From an optimization exercise on the open Yosys and OpenROAD flow, aimed at small area, a short achievable clock period and few clock cycles; shortcuts taken in it are not production practice.
Function was checked by simulation only, so behaviour that the tests miss may differ from the original.
Power is estimated from default activity; no workload was simulated.

## the baseline
==> flow/design.v (excerpt) <==
module keyed_slot_table_top
(
    input  logic                  clk,
    input  logic                  rst_n,
    input  logic                  in_valid,
    output logic                  in_stall,
    input  logic                  command,
    input  logic [FLOOR_BITS-1:0] key_floor,
    input  logic [TIME_BITS-1:0]  entry_time,
    output logic                  out_valid,
    input  logic                  out_stall,
    output logic [1:0]            status,
    output logic [TIME_BITS-1:0]  removed_time,
    output logic [OCC_BITS-1:0]   occupancy,
    output logic [OCC_BITS-1:0]   removed_count,
    output logic                  last,
    input  logic                  cfg_valid,
    output logic                  cfg_ready,
    input  logic [OCC_BITS-1:0]   cfg_data
);
make LEC_CHECK=0 ABC_CLOCK_PERIOD_IN_PS=3000 CAP_MARGIN=20 CORE_MARGIN=2 CORE_UTILIZATION=55 CTS_CLUSTER_DIAMETER=80 CTS_CLUSTER_SIZE=28 PLACE_DENSITY=0.75 SETUP_SLACK_MARGIN=5 SLEW_MARGIN=20 finish   # period 8.0 ns
run.sh (not shown) runs the stock make flow with config.mk's settings and CLKGATE_MAP_FILE= SYNTH_SCRIPT=/design/flow/synth_recipe.tcl, a recipe that flattens the netlist after the stock synthesis.
Testbench counts of the baseline, summed over its fixed seeds: cycles 5,727.
Input changes introduced in the candidate (baseline for comparison: the baseline):
- PLACE_DENSITY: 0.75 -> unset
Notes after the runs:
Compared with the baseline, the candidate is hungrier on power. Sort the baseline and the candidate by total global-route track usage desc -> top: the candidate. As of the candidate, cell area had risen slightly compared to the baseline. In the candidate, the pin slew with the least headroom to its limit came out 0.083 ns below the value in the baseline. Relative to the baseline, the cell internal power dissipation of the candidate is higher by 0.49%. Per the comparison of the candidate with the baseline, fraction of layout cells with a size suffix above 1 picked up an extra 0.62 points; number of unique standard cell types used by synthesis neither gained nor lost much.

========
## run 1
Starting RTL as in the previous note.
clock: 8.0 ns
lec_check: 0
abc_clock_period_in_ps: 3000
cap_margin: 20
core_margin: 2
core_utilization: 45
cts_cluster_diameter: 80
cts_cluster_size: 28
setup_slack_margin: 5
slew_margin: 20
Run 1 completed; timing, DRC and antenna clean
Testbench counts of run 1, summed over its fixed seeds: cycles 5,727.
Modified inputs, run 2 compared to run 1
diff --git a/flow/config.mk b/flow/config.mk
--- a/flow/config.mk
+++ b/flow/config.mk
@@ -10,3 +10,3 @@
 export CORE_MARGIN = 2
-export CORE_UTILIZATION = 45
+export CORE_UTILIZATION = 55
 export CTS_CLUSTER_DIAMETER = 80
@@ -15 +15,2 @@
 export SLEW_MARGIN = 20
+export TNS_END_PERCENT = 5
==> run notes <==
The reg2reg setup slack reported for run 2 is smaller than that of run 1 by 0.27 ns. Against run 1, remaining max-slew budget at the tightest pin in run 2 came out better. Utilization run 1 -> run 2: up. Launching instance or port of the critical path = u_ctrl.match_reg[2]: run 2; launching instance or port of the critical path = u_ctrl.res_reg[41]: run 1. Status: total leakage power parity (run 2, run 1). Compared with run 1, the router placed more vias in run 2. Compared to run 1, the routing of run 2 uses more wire. Compared with run 1, run 2 shows non-clock buffer count lower by 1.7%. Changes observed in run 2 relative to run 1: total power stayed essentially flat; area of the die fell by 18%.
> inputs changed (run 2 -> run 3)
diff --git a/flow/config.mk b/flow/config.mk
--- a/flow/config.mk
+++ b/flow/config.mk
@@ -11,6 +11,6 @@
 export CORE_UTILIZATION = 55
-export CTS_CLUSTER_DIAMETER = 80
-export CTS_CLUSTER_SIZE = 28
+export CTS_CLUSTER_DIAMETER = 70
+export CTS_CLUSTER_SIZE = 30
+export PLACE_DENSITY = 0.75
 export SETUP_SLACK_MARGIN = 5
 export SLEW_MARGIN = 20
-export TNS_END_PERCENT = 5
- Run 3 has delay contributed by the slowest stage of the critical path below what run 2 had.
- Cell area across run 3 and run 2: no real change.
- Compared run 3 vs run 2, and routability congestion estimate from global placement is up in run 3.
- Summary: with run 2 as the reference, aggregate routed wire length in run 3 moved down by a little under 10%.
- Maximum fanout encountered on the critical timing path in run 3 vs run 2: down 33
- u_ctrl.res_reg[33] as the launch point of the worst path was reported by run 3, and u_ctrl.match_reg[2] by run 2.
- Between run 3 and run 2, the area after detailed placement figures differ only marginally.
> inputs changed (run 3 -> run 4)
diff --git a/flow/config.mk b/flow/config.mk
--- a/flow/config.mk
+++ b/flow/config.mk
@@ -10,5 +10,5 @@
 export CORE_MARGIN = 2
-export CORE_UTILIZATION = 55
-export CTS_CLUSTER_DIAMETER = 70
-export CTS_CLUSTER_SIZE = 30
+export CORE_UTILIZATION = 45
+export CTS_CLUSTER_DIAMETER = 80
+export CTS_CLUSTER_SIZE = 28
 export PLACE_DENSITY = 0.75
Results
- From run 4 to run 3, critical path depth did not move at all.
- Per the comparison of run 4 with run 3, combinational power ~0 delta, fraction of area in multi-input gates ~0 delta, count of TritonRoute iterations in the first routing pass +3.
- Between run 4 and run 3, the highest achievable clock rate does not differ in any meaningful way.
- Any difference in total design power between run 4 and run 3 is small enough to ignore.
- Post-route worst setup slack: run 3 vs run 4 — no meaningful difference
- ~same number of buffers added on ports in run 4 and run 3

-- re-timing with driven ports --
How much do the figures lean on ideal ports? The routed layouts below were timed once more, with nothing changed but the port constraints. Step 1: set_driving_cell puts a clkbuf_16 on clk and a buf_2 on each other input, an assumption about the parent block. Step 2 also shifts input and output timing later by t, the mid clock arrival at the registers, as if the neighbouring blocks saw the same clock. a / b / c = ideal / step 1 / step 2; a / b = the first two.
| run | shift t [ns] | setup slack, ns | slew at the worst register clock pin (ns) | worst data-port slew with drivers (ns) |
|---|---|---|---|---|
| the baseline | 0.760 | 4.963 / 4.897 / 4.322 | 0.11 / 0.11 | 0.04 |
| the candidate | 0.770 | 4.956 / 4.881 / 4.363 | 0.12 / 0.12 | 0.05 |
| run 1 | 0.798 | 4.887 / 4.817 / 4.343 | 0.11 / 0.11 | 0.06 |
| run 2 | 0.766 | 4.793 / 4.770 / 4.207 | 0.12 / 0.12 | 0.05 |
| run 3 | 0.749 | 4.968 / 4.900 / 4.358 | 0.11 / 0.11 | 0.04 |
| run 4 | 0.751 | 4.969 / 4.899 / 4.287 | 0.12 / 0.12 | 0.05 |
After both steps every run listed still meets setup and hold. For run 4, which loses most, drivers alone change the setup slack by -0.070 ns; drivers and shift together by -0.682 ns.
